From an optimization exercise on the open Yosys and OpenROAD flow, aimed at small area, a short achievable clock period and few clock cycles per item; shortcuts taken in it are not production practice. Where RTL was checked, it was by simulation tests only, not by an equivalence proof against the original. Power and IR drop assume default switching activity.

==> inputs of run A <==
// pdee_top
module pdee_top
(
  input  logic                               clk,
  input  logic                               rst,
  input  logic                               in_valid,
  output logic                               in_ready,
  input  logic [pdee_pkg::CHAR_W-1:0]        in_char,
  input  logic                               in_clear_first,
  output logic                               out_valid,
  input  logic                               out_ready,
  output logic [pdee_pkg::DATA_W-1:0]        out_top,
  output logic [pdee_pkg::DEPTH_FIELD_W-1:0] out_depth,
  output logic [pdee_pkg::STATUS_W-1:0]      out_status
);
export LEC_CHECK = 0
export CAP_MARGIN = 20
export CORE_MARGIN = 2
export CORE_UTILIZATION = 60
export CTS_BUF_LIST = sky130_fd_sc_hd__clkbuf_8
export SETUP_SLACK_MARGIN = 5
export SLEW_MARGIN = 20
create_clock -name core_clock -period 10.0 [get_ports {clk}]
run.sh (not shown) runs the stock make flow with config.mk's settings and CLKGATE_MAP_FILE= SYNTH_SCRIPT=/design/flow/synth_recipe.tcl, a recipe that flattens the netlist after the stock synthesis.
==> run D: changes against run A <==
--- a/flow/design.v
+++ b/flow/design.v
@@ -205,11 +205,10 @@
   logic [6:0]    cnt;
   logic [2:0]    st;
   logic [2:0]    state;
   logic [5:0]    k;
   logic          sgn;
-  logic          rs;      
   logic          bp;      
   logic          f_lt2;     
   logic          f_full;    
   logic          f_pdeep;   
   logic          f_odeep;   
@@ -256,45 +255,62 @@
   assign in_div   = (state == pdee_pkg::S_DIV);
   assign is_op    = hc.add || hc.sub || hc.mul || hc.div;
   assign full     = !hc.clr && f_full;
   assign under    = hc.clr || f_lt2;
   assign t_small4 = (T[31:4] == '0);
-  assign t_mfast  = (T[31:3] == '0);
+  assign t_mfast  = t_small4 || (T[31:3] == '1);
   assign t_small  = t_small4 || ((T[31:4] == '1) && (T[3:0] != '0));
   assign t_zero   = t_small4 && (T[3:0] == '0);
   assign n_small  = (N[31:4] == '0) || ((N[31:4] == '1) && (N[3:0] != '0));
-  logic          ymode;    
+  logic          bmode;    
   logic [2:0]    bd0;
   logic [2:0]    bd1;
+  logic          take2;
   logic [DW-1:0] r0;
   logic [DW-1:0] r1;
-  assign ymode = (idle && (hc.mul || hc.div)) || in_mul || (state == pdee_pkg::S_DFIX);
+  logic [DW-1:0] r2;
+  logic [DW-1:0] cs_s;
+  logic [DW-1:0] cs_c;
+  assign bmode = (idle && (hc.mul || hc.div)) || in_mul || (state == pdee_pkg::S_DFIX);
   always_comb begin
-    if (idle && hc.div)                 bd0 = {N[31], 1'b0, 1'b1};
-    else if (state == pdee_pkg::S_DFIX) bd0 = {sgn, 1'b0, 1'b1};
-    else                                bd0 = booth({T[1:0], in_mul && bp});
+    if (idle && hc.div) begin
+      bd0 = {N[31], 1'b0, 1'b1};
+      bd1 = 3'b000;
+    end else if (state == pdee_pkg::S_DFIX) begin
+      bd0 = {sgn, 1'b0, 1'b1};
+      bd1 = 3'b000;
+    end else begin
+      bd0 = booth({T[1:0], in_mul && bp});
+      bd1 = booth(T[3:1]);
+    end
   end
-  assign bd1 = booth({1'b0, T[2:1]});
-  assign r0  = brow(bd0, N);
-  assign r1  = brow(bd1, {N[DW-3:0], 2'b00});
+  assign take2 = idle && hc.mul && T[3] && !T[4];
+  assign r0    = brow(bd0, N);
+  assign r1    = brow(bd1, {N[DW-3:0], 2'b00});
+  assign r2    = in_mul ? A : (take2 ? {N[DW-5:0], 4'd0} : '0);
+  assign cs_s  = r0 ^ r1 ^ r2;
+  assign cs_c  = {((r0[DW-2:0] & r1[DW-2:0]) | (r0[DW-2:0] & r2[DW-2:0]) |
+                   (r1[DW-2:0] & r2[DW-2:0])), bd0[2]};
   logic          ts;
   logic [DW-1:0] shA;
   logic [DW-1:0] ax;
   logic [DW-1:0] ay;
   logic          aci;
   logic [DW:0]   as;
   assign shA = {A[DW-2:0], N[DW-1]};
-  assign ts  = in_div ? (rs ? T[31] : !T[31]) : hc.sub;
+  assign ts  = in_div ? !T[31] : hc.sub;
   always_comb begin
-    if (idle && hc.mul)       ax = r1;
-    else if (idle && !hc.div) ax = N;
-    else if (in_div)          ax = rs ? A : shA;
-    else if (in_mul)          ax = A;
-    else                      ax = '0;
+    if (bmode) begin
+      ax  = cs_s;
+      ay  = cs_c;
+      aci = bd1[2];
+    end else begin
+      ax  = in_div ? shA : N;
+      ay  = T ^ {DW{ts}};
+      aci = ts;
+    end
   end
-  assign ay  = ymode ? r0 : (T ^ {DW{ts}});
-  assign aci = ymode ? bd0[2] : ts;
   assign as = {1'b0, ax} + {1'b0, ay} + {{DW{1'b0}}, aci};
   logic [3:0]    n_mag4;
   logic [3:0]    t_mag4;
   logic [3:0]    fq;
   logic [4:0]    fq5;
@@ -334,11 +350,11 @@
   assign ok_now   = do_push ? push_ok : (do_pop ? pop_ok : 1'b1);
   assign commit_idle = go && ok_now && !do_mslow && !do_dslow;
   logic mul_last;
   logic commit_mul;
   logic commit_div;
-  assign mul_last   = (T[31:1] == '0) || (T[31:1] == '1);
+  assign mul_last   = (T[31:3] == '0) || (T[31:3] == '1);
   assign commit_mul = in_mul && mul_last && pop_ok;
   assign commit_div = (state == pdee_pkg::S_DFIX) && pop_ok;
   assign consume    = commit_idle || commit_mul || commit_div;
   logic wr_req;
   assign wr_req  = hv && idle && hc.dig && !hc.clr && !f_lt2 && !f_full;
@@ -420,18 +436,17 @@
               st <= pdee_pkg::ST_IGNORED;
               if (hc.clr) T <= '0;
             end
           end else if (go && do_mslow) begin
             A     <= as[DW-1:0];
-            N     <= {N[DW-4:0], 3'd0};
-            T     <= {{3{T[DW-1]}}, T[DW-1:3]};
-            bp    <= 1'b0;
+            N     <= {N[DW-5:0], 4'd0};
+            T     <= {{4{T[DW-1]}}, T[DW-1:4]};
+            bp    <= T[3] && T[4];
             state <= pdee_pkg::S_MUL;
           end else if (go && do_dslow) begin
             N     <= as[DW-1:0];
             sgn   <= N[31] ^ T[31];
-            rs    <= 1'b0;
             k     <= 6'd32;
             state <= pdee_pkg::S_DIV;
           end
         end
         pdee_pkg::S_MUL: begin
@@ -441,38 +456,32 @@
             N     <= memrd;
             A     <= '0;
             state <= pdee_pkg::S_IDLE;
           end else begin
             A  <= as[DW-1:0];
-            N  <= {N[DW-3:0], 2'd0};
-            T  <= {{2{T[DW-1]}}, T[DW-1:2]};
-            bp <= T[1];
+            N  <= {N[DW-5:0], 4'd0};
+            T  <= {{4{T[DW-1]}}, T[DW-1:4]};
+            bp <= T[3];
           end
         end
         pdee_pkg::S_DIV: begin
-          if (rs) begin
-            A  <= as[DW-1:0];
-            rs <= 1'b0;
-          end else if (dv_skip16) begin
+          if (dv_skip16) begin
             N <= {N[15:0], 16'd0};
           end else if (dv_skip8) begin
             N <= {N[23:0], 8'd0};
           end else if (dv_skip4) begin
             N <= {N[DW-5:0], 4'd0};
           end else if (dv_nib) begin
             A <= {28'd0, nr};
             N <= {N[DW-3:0], nq};
           end else begin
-            A  <= as[DW-1:0];
-            N  <= {N[DW-2:0], as[DW]};
-            rs <= !as[DW];
+            A <= as[DW] ? as[DW-1:0] : shA;
+            N <= {N[DW-2:0], as[DW]};
           end
-          if (!rs) begin
-            k <= k_next;
-            if (k_next == 6'd0) begin
-              state <= pdee_pkg::S_DFIX;
-            end
+          k <= k_next;
+          if (k_next == 6'd0) begin
+            state <= pdee_pkg::S_DFIX;
           end
         end
         pdee_pkg::S_DFIX: begin
           if (commit_div) begin
             st    <= pdee_pkg::ST_OK;
==> flow/config.mk (replaced) <==
export PLATFORM = sky130hd
export DESIGN_NAME = pdee_top
export DESIGN_NICKNAME = pdee_top
export VERILOG_FILES = /design/flow/design.v
export SDC_FILE = /design/flow/constraint.sdc
export NUM_CORES = 4
export LEC_CHECK = 0
export CAP_MARGIN = 20
export CORE_MARGIN = 2
export CORE_UTILIZATION = 40
export SETUP_SLACK_MARGIN = 5
export SLEW_MARGIN = 20
==> run M: changes against run A <==
--- a/flow/design.v
+++ b/flow/design.v
@@ -205,11 +205,10 @@
   logic [6:0]    cnt;
   logic [2:0]    st;
   logic [2:0]    state;
   logic [5:0]    k;
   logic          sgn;
-  logic          rs;      
   logic          bp;      
   logic          f_lt2;     
   logic          f_full;    
   logic          f_pdeep;   
   logic          f_odeep;   
@@ -256,45 +255,62 @@
   assign in_div   = (state == pdee_pkg::S_DIV);
   assign is_op    = hc.add || hc.sub || hc.mul || hc.div;
   assign full     = !hc.clr && f_full;
   assign under    = hc.clr || f_lt2;
   assign t_small4 = (T[31:4] == '0);
-  assign t_mfast  = (T[31:3] == '0);
+  assign t_mfast  = t_small4 || (T[31:3] == '1);
   assign t_small  = t_small4 || ((T[31:4] == '1) && (T[3:0] != '0));
   assign t_zero   = t_small4 && (T[3:0] == '0);
   assign n_small  = (N[31:4] == '0) || ((N[31:4] == '1) && (N[3:0] != '0));
-  logic          ymode;    
+  logic          bmode;    
   logic [2:0]    bd0;
   logic [2:0]    bd1;
+  logic          take2;
   logic [DW-1:0] r0;
   logic [DW-1:0] r1;
-  assign ymode = (idle && (hc.mul || hc.div)) || in_mul || (state == pdee_pkg::S_DFIX);
+  logic [DW-1:0] r2;
+  logic [DW-1:0] cs_s;
+  logic [DW-1:0] cs_c;
+  assign bmode = (idle && (hc.mul || hc.div)) || in_mul || (state == pdee_pkg::S_DFIX);
   always_comb begin
-    if (idle && hc.div)                 bd0 = {N[31], 1'b0, 1'b1};
-    else if (state == pdee_pkg::S_DFIX) bd0 = {sgn, 1'b0, 1'b1};
-    else                                bd0 = booth({T[1:0], in_mul && bp});
+    if (idle && hc.div) begin
+      bd0 = {N[31], 1'b0, 1'b1};
+      bd1 = 3'b000;
+    end else if (state == pdee_pkg::S_DFIX) begin
+      bd0 = {sgn, 1'b0, 1'b1};
+      bd1 = 3'b000;
+    end else begin
+      bd0 = booth({T[1:0], in_mul && bp});
+      bd1 = booth(T[3:1]);
+    end
   end
-  assign bd1 = booth({1'b0, T[2:1]});
-  assign r0  = brow(bd0, N);
-  assign r1  = brow(bd1, {N[DW-3:0], 2'b00});
+  assign take2 = idle && hc.mul && T[3] && !T[4];
+  assign r0    = brow(bd0, N);
+  assign r1    = brow(bd1, {N[DW-3:0], 2'b00});
+  assign r2    = in_mul ? A : (take2 ? {N[DW-5:0], 4'd0} : '0);
+  assign cs_s  = r0 ^ r1 ^ r2;
+  assign cs_c  = {((r0[DW-2:0] & r1[DW-2:0]) | (r0[DW-2:0] & r2[DW-2:0]) |
+                   (r1[DW-2:0] & r2[DW-2:0])), bd0[2]};
   logic          ts;
   logic [DW-1:0] shA;
   logic [DW-1:0] ax;
   logic [DW-1:0] ay;
   logic          aci;
   logic [DW:0]   as;
   assign shA = {A[DW-2:0], N[DW-1]};
-  assign ts  = in_div ? (rs ? T[31] : !T[31]) : hc.sub;
+  assign ts  = in_div ? !T[31] : hc.sub;
   always_comb begin
-    if (idle && hc.mul)       ax = r1;
-    else if (idle && !hc.div) ax = N;
-    else if (in_div)          ax = rs ? A : shA;
-    else if (in_mul)          ax = A;
-    else                      ax = '0;
+    if (bmode) begin
+      ax  = cs_s;
+      ay  = cs_c;
+      aci = bd1[2];
+    end else begin
+      ax  = in_div ? shA : N;
+      ay  = T ^ {DW{ts}};
+      aci = ts;
+    end
   end
-  assign ay  = ymode ? r0 : (T ^ {DW{ts}});
-  assign aci = ymode ? bd0[2] : ts;
   assign as = {1'b0, ax} + {1'b0, ay} + {{DW{1'b0}}, aci};
   logic [3:0]    n_mag4;
   logic [3:0]    t_mag4;
   logic [3:0]    fq;
   logic [4:0]    fq5;
@@ -334,11 +350,11 @@
   assign ok_now   = do_push ? push_ok : (do_pop ? pop_ok : 1'b1);
   assign commit_idle = go && ok_now && !do_mslow && !do_dslow;
   logic mul_last;
   logic commit_mul;
   logic commit_div;
-  assign mul_last   = (T[31:1] == '0) || (T[31:1] == '1);
+  assign mul_last   = (T[31:3] == '0) || (T[31:3] == '1);
   assign commit_mul = in_mul && mul_last && pop_ok;
   assign commit_div = (state == pdee_pkg::S_DFIX) && pop_ok;
   assign consume    = commit_idle || commit_mul || commit_div;
   logic wr_req;
   assign wr_req  = hv && idle && hc.dig && !hc.clr && !f_lt2 && !f_full;
@@ -420,18 +436,17 @@
               st <= pdee_pkg::ST_IGNORED;
               if (hc.clr) T <= '0;
             end
           end else if (go && do_mslow) begin
             A     <= as[DW-1:0];
-            N     <= {N[DW-4:0], 3'd0};
-            T     <= {{3{T[DW-1]}}, T[DW-1:3]};
-            bp    <= 1'b0;
+            N     <= {N[DW-5:0], 4'd0};
+            T     <= {{4{T[DW-1]}}, T[DW-1:4]};
+            bp    <= T[3] && T[4];
             state <= pdee_pkg::S_MUL;
           end else if (go && do_dslow) begin
             N     <= as[DW-1:0];
             sgn   <= N[31] ^ T[31];
-            rs    <= 1'b0;
             k     <= 6'd32;
             state <= pdee_pkg::S_DIV;
           end
         end
         pdee_pkg::S_MUL: begin
@@ -441,38 +456,32 @@
             N     <= memrd;
             A     <= '0;
             state <= pdee_pkg::S_IDLE;
           end else begin
             A  <= as[DW-1:0];
-            N  <= {N[DW-3:0], 2'd0};
-            T  <= {{2{T[DW-1]}}, T[DW-1:2]};
-            bp <= T[1];
+            N  <= {N[DW-5:0], 4'd0};
+            T  <= {{4{T[DW-1]}}, T[DW-1:4]};
+            bp <= T[3];
           end
         end
         pdee_pkg::S_DIV: begin
-          if (rs) begin
-            A  <= as[DW-1:0];
-            rs <= 1'b0;
-          end else if (dv_skip16) begin
+          if (dv_skip16) begin
             N <= {N[15:0], 16'd0};
           end else if (dv_skip8) begin
             N <= {N[23:0], 8'd0};
           end else if (dv_skip4) begin
             N <= {N[DW-5:0], 4'd0};
           end else if (dv_nib) begin
             A <= {28'd0, nr};
             N <= {N[DW-3:0], nq};
           end else begin
-            A  <= as[DW-1:0];
-            N  <= {N[DW-2:0], as[DW]};
-            rs <= !as[DW];
+            A <= as[DW] ? as[DW-1:0] : shA;
+            N <= {N[DW-2:0], as[DW]};
           end
-          if (!rs) begin
-            k <= k_next;
-            if (k_next == 6'd0) begin
-              state <= pdee_pkg::S_DFIX;
-            end
+          k <= k_next;
+          if (k_next == 6'd0) begin
+            state <= pdee_pkg::S_DFIX;
           end
         end
         pdee_pkg::S_DFIX: begin
           if (commit_div) begin
             st    <= pdee_pkg::ST_OK;
==> flow/flow/run.sh (new file) <==
#!/bin/bash
set -euo pipefail
sed -e 's/SETUP_SLACK_MARGIN=[0-9.]*/SETUP_SLACK_MARGIN=7/' standard.sh > standard_margin.sh
bash standard_margin.sh > standard_margin.log 2>&1
==> flow/standard.sh (new file) <==
#!/bin/bash
# synth_recipe.tcl (not shown) runs the flow's synth.tcl, then flattens the netlist and writes it again
# the make line also repeats each setting of config.mk as NAME=value (left out here)
make -C /OpenROAD-flow-scripts/flow DESIGN_CONFIG=/design/flow/config.mk WORK_HOME=/design/flow/orfs CLKGATE_MAP_FILE= SYNTH_SCRIPT=/design/flow/synth_recipe.tcl "${@:-finish}"
==> flow/config.mk (replaced) <==
export PLATFORM = sky130hd
export DESIGN_NAME = pdee_top
export DESIGN_NICKNAME = pdee_top
export VERILOG_FILES = /design/flow/design.v
export SDC_FILE = /design/flow/constraint.sdc
export NUM_CORES = 4
export LEC_CHECK = 0
export CAP_MARGIN = 20
export CORE_MARGIN = 2
export CORE_UTILIZATION = 40
export SETUP_SLACK_MARGIN = 5
export SLEW_MARGIN = 20
removed: flow/run.sh
==> impl_metrics.py <==
metrics = {
    "pwr": {
        "seq_power_mw": 9.78,
    },
    "place": {
        "placed_cells": 6930,
    },
    "global_route": {
        "grt_max_degree": 73,
    },
    "die": {
        "core_area_sq_um": 161000,
    },
    "status": {
        "status": "timing/DRC/antenna clean",
    },
    "yosys": {
        "yosys-top-cells-area": "dfxtp_1, edfxtp_1, a22oi_1, a21oi_1, nand2_1",
    },
    "clock_network": {
        "cts_root_buf": "clkbuf_16",
    },
}
The numbers above come from run D.

==> impl_metrics.py <==
metrics = {
    "pwr": {
        "seq_power_mw": 9.68,
    },
    "yosys": {
        "yosys-top-cells-area": "dfxtp_1, edfxtp_1, a22oi_1, a21oi_1, nand2_1",
        "synth_largest_area_cell": "dfxtp_1",
    },
    "clock_network": {
        "cts_root_buf": "clkbuf_16",
    },
    "die": {
        "die_h_microns": 407,
        "ios": 57,
    },
    "status": {
        "status": "timing/DRC/antenna clean",
    },
    "worst_setup_path": {
        "cp_data_arrival_time_ns": 5.98,
    },
    "global_route": {
        "antenna_found_initial": 5,
    },
    "place": {
        "placed_cells": 6925,
    },
}
The numbers above come from run M.

==> impl_metrics.py <==
metrics = {
    "yosys": {
        "synth_nets": 4784,
        "synth_most_common_cell": "dfxtp_1",
        "yosys-top-cells-area": "dfxtp_1, edfxtp_1, a22oi_1, a21oi_1, nor2_1",
    },
    "status": {
        "status": "timing/DRC/antenna clean",
    },
    "clock_network": {
        "cts_root_buf": "clkbuf_8",
    },
    "pwr": {
        "seq_power_mw": 9.92,
        "p_int_mw": 17.7,
    },
    "die": {
        "core_area_sq_um": 105000,
    },
    "place": {
        "placed_cells": 5977,
    },
    "sta": {
        "holdWs_ns": 0.271,
    },
    "worst_setup_path": {
        "cpPeakStageDelay_ns": 0.37,
    },
}
The numbers above come from run A.

Testbench counts of run D, summed over its fixed seeds: cycles 5,119, items 4,800.
Testbench counts of run M, summed over its fixed seeds: cycles 5,119, items 4,800.
For run A, only the layout was checked, not whether the RTL still works.

[afterwards: timing with drivers on the ports]
The flow's constraints put no driver on any port. The routed layouts listed below were extracted and timed again, unchanged, in two steps.
Step 1 sets driving cells, clkbuf_16 on the clock port and buf_2 on the other inputs (assumed; they add their load-dependent delay and slew).
Step 2 times the ports against the registers' clock, not the clock port: input delays grow and output delays shrink by t, the midpoint of the rising clock arrivals with the driver on.
Three values: ideal, step 1, step 2; two values: the first two.
run | shift t [ns] | setup WS [ns] | cell pins on the clock port's net
run A | 0.998 | 5.014 / 5.014 / 4.439 | 1
run D | 0.872 | 4.467 / 4.467 / 4.440 | 1
run M | 0.893 | 4.551 / 4.551 / 4.551 | 1
After both steps every run listed still meets setup and hold. For run A, which loses most, drivers alone change the setup slack by 0.000 ns; drivers and shift together by -0.575 ns.
